Source: an optimization exercise on an open RTL-to-GDS flow (aim: small area). Production flows keep margins and buffers that such runs may drop. Where RTL was checked, it was by simulation tests only, not by an equivalence proof against the original. Power and IR drop assume default switching activity.

== the baseline ==
## cam_core
module cam_core (
  input  logic                clk,
  input  logic                rst_3,
  input  logic [1:0]          i_mode,
  input  logic [3:0]          i_clause,
  input  logic [1:0]          i_variable,
  input  logic                i_threshold_kind,
  input  logic [31:0]         i_vars,
  input  logic [15:0]         i_leaf,
  input  logic [3:0]          i_tree_id,
  input  logic [1:0]          i_class_id,
  output logic                o_ready,
  input  logic                i_out_ready,
  output logic                o_valid,
  output logic [127:0]        o_leaves,
  output logic [31:0]         o_tree_ids,
  output logic [15:0]         o_class_ids
);
Size in the first run: about 1500 flip-flops, about 240 I/O pins.
==> module cam_core, before the edit <==
module cam_core (
  input  logic                clk,
  input  logic                rst_3,
  input  logic [1:0]          i_mode,
  input  logic [3:0]          i_clause,
  input  logic [1:0]          i_variable,
  input  logic                i_threshold_kind,
  input  logic [31:0]         i_vars,
  input  logic [15:0]         i_leaf,
  input  logic [3:0]          i_tree_id,
  input  logic [1:0]          i_class_id,
  output logic                o_ready,
  input  logic                i_out_ready,
  output logic                o_valid,
  output logic [127:0]        o_leaves,
  output logic [31:0]         o_tree_ids,
  output logic [15:0]         o_class_ids
);
  localparam int NC = 16;
  localparam int NV = 4;
  localparam int NS = 8;
  logic advance;
  assign advance = !o_valid || i_out_ready;
  assign o_ready = advance;
  logic m_infer, m_write, m_dc;
  assign m_infer = (i_mode == 2'd0);
  assign m_write = (i_mode == 2'd1);
  assign m_dc    = (i_mode == 2'd2);
  logic [31:0] lower_rows  [NC];
  logic [31:0] higher_rows [NC];
  logic [15:0] leaf_mem    [NC];
  logic [3:0]  tree_mem    [NC];
  logic [1:0]  class_mem   [NC];
  logic [NC-1:0] live;
  logic [NV-1:0] dont_care;
  always_ff @(posedge clk)
  begin
    for (int c = 0; c < NC; c++)
    begin
      if (advance && m_write && (i_clause == 4'(c)))
      begin
        if (!i_threshold_kind)
          lower_rows[c] <= ~i_vars;   
        else
          higher_rows[c] <= i_vars;
      end
    end
  end
  always_ff @(posedge clk)
  begin
    if (rst_3)
    begin
      live      <= '0;
      dont_care <= '0;
    end
    else if (advance)
    begin
      for (int c = 0; c < NC; c++)
        if (m_write && i_threshold_kind && (i_clause == 4'(c)))
          live[c] <= 1'b1;
      for (int j = 0; j < NV; j++)
        if (m_dc && (i_variable == 2'(j)))
          dont_care[j] <= 1'b1;
    end
  end
  logic [NC-1:0] hit;
  logic [31:0]   q_n;
  logic [NC*NV-1:0] in_range;
  assign q_n = ~i_vars;
  for (genvar c = 0; c < NC; c++)
  begin : g_clause
    for (genvar j = 0; j < NV; j++)
    begin : g_var
      logic ge, gt;
      cam_chain8 #(.CIN(1'b1)) u_ge (.a(i_vars[8*j +: 8]), .b(lower_rows[c][8*j +: 8]), .y(ge));
      cam_chain8 #(.CIN(1'b0)) u_gt (.a(higher_rows[c][8*j +: 8]), .b(q_n[8*j +: 8]), .y(gt));
      assign in_range[NV*c+j] = dont_care[j] | (ge & gt);
    end
    assign hit[c] = live[c] & (&in_range[NV*c +: NV]);
  end
  logic [2*NS-1:0] sel_now;
  always_comb
  begin
    for (int s = 0; s < NS; s++)
    begin
      sel_now[2*s+1] = hit[2*s+1];
      sel_now[2*s]   = hit[2*s] & ~hit[2*s+1];
    end
  end
  logic        s1_infer, s1_write, s2_infer, s2_write;
  logic [15:0] s1_data,  s2_data;
  logic [3:0]  s1_clause, s2_clause;
  logic        s1_tkind,  s2_tkind;
  logic [2*NS-1:0] out_sel;
  always_ff @(posedge clk)
  begin
    if (rst_3)
    begin
      s1_infer <= 1'b0;
      s1_write <= 1'b0;
      s2_infer <= 1'b0;
      s2_write <= 1'b0;
      o_valid  <= 1'b0;
    end
    else if (advance)
    begin
      s1_infer <= m_infer;
      s1_write <= m_write;
      s2_infer <= s1_infer;
      s2_write <= s1_write;
      o_valid  <= s2_infer;
    end
  end
  always_ff @(posedge clk)
  begin
    if (advance)
    begin
      if (m_infer)
        s1_data <= sel_now;
      else if (i_threshold_kind)
        s1_data <= i_leaf;
      else
        s1_data <= {i_leaf[15:6], i_class_id, i_tree_id};
      s1_clause <= i_clause;
      s1_tkind  <= i_threshold_kind;
      s2_data   <= s1_data;
      s2_clause <= s1_clause;
      s2_tkind  <= s1_tkind;
      out_sel   <= s2_data;
    end
  end
  always_ff @(posedge clk)
  begin
    for (int c = 0; c < NC; c++)
    begin
      if (advance && s2_write && (s2_clause == 4'(c)))
      begin
        if (!s2_tkind)
        begin
          tree_mem[c]  <= s2_data[3:0];
          class_mem[c] <= s2_data[5:4];
        end
        else
        begin
          leaf_mem[c]  <= s2_data;
        end
      end
    end
  end
  always_comb
  begin
    for (int s = 0; s < NS; s++)
    begin
      o_leaves[16*s +: 16]  = ({16{out_sel[2*s+1]}} & leaf_mem[2*s+1]) |
                              ({16{out_sel[2*s]}}   & leaf_mem[2*s]);
      o_tree_ids[4*s +: 4]  = ({4{out_sel[2*s+1]}}  & tree_mem[2*s+1]) |
                              ({4{out_sel[2*s]}}    & tree_mem[2*s]);
      o_class_ids[2*s +: 2] = ({2{out_sel[2*s+1]}}  & class_mem[2*s+1]) |
                              ({2{out_sel[2*s]}}    & class_mem[2*s]);
    end
  end
endmodule
clock: 5.0 ns
lec_check: 0
cap_margin: 20
core_margin: 2
core_utilization: 65
cts_buf_list: sky130_fd_sc_hd__clkbuf_16
cts_cluster_diameter: 100
cts_cluster_size: 30
slew_margin: 20
synth_hierarchical: 1
run.sh (not shown) runs the stock make flow with config.mk's settings and CLKGATE_MAP_FILE= SYNTH_SCRIPT=/design/flow/synth_recipe.tcl, a recipe that flattens the netlist after the stock synthesis.
Changes in the candidate relative to the baseline:
==> flow/design.v, changed modules only <==
module cam_core (
  input  logic                clk,
  input  logic                rst_3,
  input  logic [1:0]          i_mode,
  input  logic [3:0]          i_clause,
  input  logic [1:0]          i_variable,
  input  logic                i_threshold_kind,
  input  logic [31:0]         i_vars,
  input  logic [15:0]         i_leaf,
  input  logic [3:0]          i_tree_id,
  input  logic [1:0]          i_class_id,
  output logic                o_ready,
  input  logic                i_out_ready,
  output logic                o_valid,
  output logic [127:0]        o_leaves,
  output logic [31:0]         o_tree_ids,
  output logic [15:0]         o_class_ids
);
  localparam int NC = 16;
  localparam int NV = 4;
  localparam int NS = 8;
  logic advance;
  assign advance = !o_valid || i_out_ready;
  assign o_ready = advance;
  logic m_infer, m_write, m_dc;
  assign m_infer = (i_mode == 2'd0);
  assign m_write = (i_mode == 2'd1);
  assign m_dc    = (i_mode == 2'd2);
  logic [31:0] lower_rows  [NC];
  logic [31:0] higher_rows [NC];
  logic [15:0] leaf_mem    [NC];
  logic [3:0]  tree_mem    [NC];
  logic [1:0]  class_mem   [NC];
  logic [NC-1:0] live;
  logic [NV-1:0] dont_care;
  always_ff @(posedge clk)
  begin
    for (int c = 0; c < NC; c++)
    begin
      if (advance && m_write && (i_clause == 4'(c)))
      begin
        if (!i_threshold_kind)
          lower_rows[c] <= ~i_vars;   
        else
          higher_rows[c] <= i_vars;
      end
    end
  end
  always_ff @(posedge clk)
  begin
    if (rst_3)
    begin
      live      <= '0;
      dont_care <= '0;
    end
    else if (advance)
    begin
      for (int c = 0; c < NC; c++)
        if (m_write && i_threshold_kind && (i_clause == 4'(c)))
          live[c] <= 1'b1;
      for (int j = 0; j < NV; j++)
        if (m_dc && (i_variable == 2'(j)))
          dont_care[j] <= 1'b1;
    end
  end
  logic [NC-1:0] hit;
  logic [31:0]   q_n;
  logic [NC*NV-1:0] in_range;
  assign q_n = ~i_vars;
  for (genvar c = 0; c < NC; c++)
  begin : g_clause
    for (genvar j = 0; j < NV; j++)
    begin : g_var
      logic ge, gt;
      cam_chain8 #(.CIN(1'b1)) u_ge (.a(i_vars[8*j +: 8]), .b(lower_rows[c][8*j +: 8]), .y(ge));
      cam_chain8 #(.CIN(1'b0)) u_gt (.a(higher_rows[c][8*j +: 8]), .b(q_n[8*j +: 8]), .y(gt));
      assign in_range[NV*c+j] = dont_care[j] | (ge & gt);
    end
    assign hit[c] = live[c] & (&in_range[NV*c +: NV]);
  end
  logic [2*NS-1:0] sel_now;
  always_comb
  begin
    for (int s = 0; s < NS; s++)
    begin
      sel_now[2*s+1] = hit[2*s+1];
      sel_now[2*s]   = hit[2*s] & ~hit[2*s+1];
    end
  end
  logic        s1_infer, s1_write, s2_infer, s2_write;
  logic [15:0] s1_data,  s2_data;
  logic [3:0]  s1_clause, s2_clause;
  logic        s1_tkind,  s2_tkind;
  logic [2*NS-1:0] out_sel_n;
  always_ff @(posedge clk)
  begin
    if (rst_3)
    begin
      s1_infer <= 1'b0;
      s1_write <= 1'b0;
      s2_infer <= 1'b0;
      s2_write <= 1'b0;
      o_valid  <= 1'b0;
    end
    else if (advance)
    begin
      s1_infer <= m_infer;
      s1_write <= m_write;
      s2_infer <= s1_infer;
      s2_write <= s1_write;
      o_valid  <= s2_infer;
    end
  end
  always_ff @(posedge clk)
  begin
    if (advance)
    begin
      if (m_infer)
        s1_data <= ~sel_now;
      else if (i_threshold_kind)
        s1_data <= ~i_leaf;
      else
        s1_data <= ~{i_leaf[15:6], i_class_id, i_tree_id};
      s1_clause <= i_clause;
      s1_tkind  <= i_threshold_kind;
      s2_data   <= s1_data;
      s2_clause <= s1_clause;
      s2_tkind  <= s1_tkind;
      out_sel_n <= s2_data;
    end
  end
  always_ff @(posedge clk)
  begin
    for (int c = 0; c < NC; c++)
    begin
      if (advance && s2_write && (s2_clause == 4'(c)))
      begin
        if (!s2_tkind)
        begin
          tree_mem[c]  <= s2_data[3:0];
          class_mem[c] <= s2_data[5:4];
        end
        else
        begin
          leaf_mem[c]  <= s2_data;
        end
      end
    end
  end
  always_comb
  begin
    for (int s = 0; s < NS; s++)
    begin
      o_leaves[16*s +: 16]  = ~(({16{out_sel_n[2*s+1]}} | leaf_mem[2*s+1]) &
                                ({16{out_sel_n[2*s]}}   | leaf_mem[2*s]));
      o_tree_ids[4*s +: 4]  = ~(({4{out_sel_n[2*s+1]}}  | tree_mem[2*s+1]) &
                                ({4{out_sel_n[2*s]}}    | tree_mem[2*s]));
      o_class_ids[2*s +: 2] = ~(({2{out_sel_n[2*s+1]}}  | class_mem[2*s+1]) &
                                ({2{out_sel_n[2*s]}}    | class_mem[2*s]));
    end
  end
endmodule
## What came out
The candidate finished every stage and its layout cleared the timing, DRC and antenna checks. Taking the baseline as the reference point, the power share of the clock group of the candidate rises by 0.2 points. Per the comparison of the candidate with the baseline, buffering overhead comparable; final cell count without fillers now smaller; total nets after synthesis comparable; number of non-clock buffers in the layout now smaller; global-route wire length before repair now smaller. Core outline area was higher in the baseline than in the candidate. Proportion of cell area occupied by multi-input gates: lower on the candidate. Going from the baseline to the candidate, initial cell density of the core climbed 0.34 points, met2 wirelength from detailed routing climbed 0.63%.
No functional check of the RTL was part of the baseline.

-- separate check: timing with driven ports --
Ports are ideal in the flow. The routed layouts listed here were re-timed in OpenROAD.
Step 1 sets driving cells, clkbuf_16 on the clock port and buf_2 on the other inputs (assumed; they add their load-dependent delay and slew).
Step 2 adds t to the input delays and takes it off the output delays; t is the mean of the earliest and latest rising clock arrival at the registers after step 1. Input paths then give back, and output paths get back, about the clock's delay inside the block.
Slacks: ideal / step 1 / step 2; pairs: ideal / step 1.
| run | t (ns) | setup WS [ns] | worst register clock-pin slew, ns | cell pins on the clock port's net |
|---|---|---|---|---|
| the baseline | 0.730 | 0.712 / 0.758 / 0.027 | 0.12 / 0.12 | 1 |
| the candidate | 0.734 | 1.025 / 1.074 / 0.340 | 0.12 / 0.12 | 1 |
After both steps every run listed still meets setup and hold.
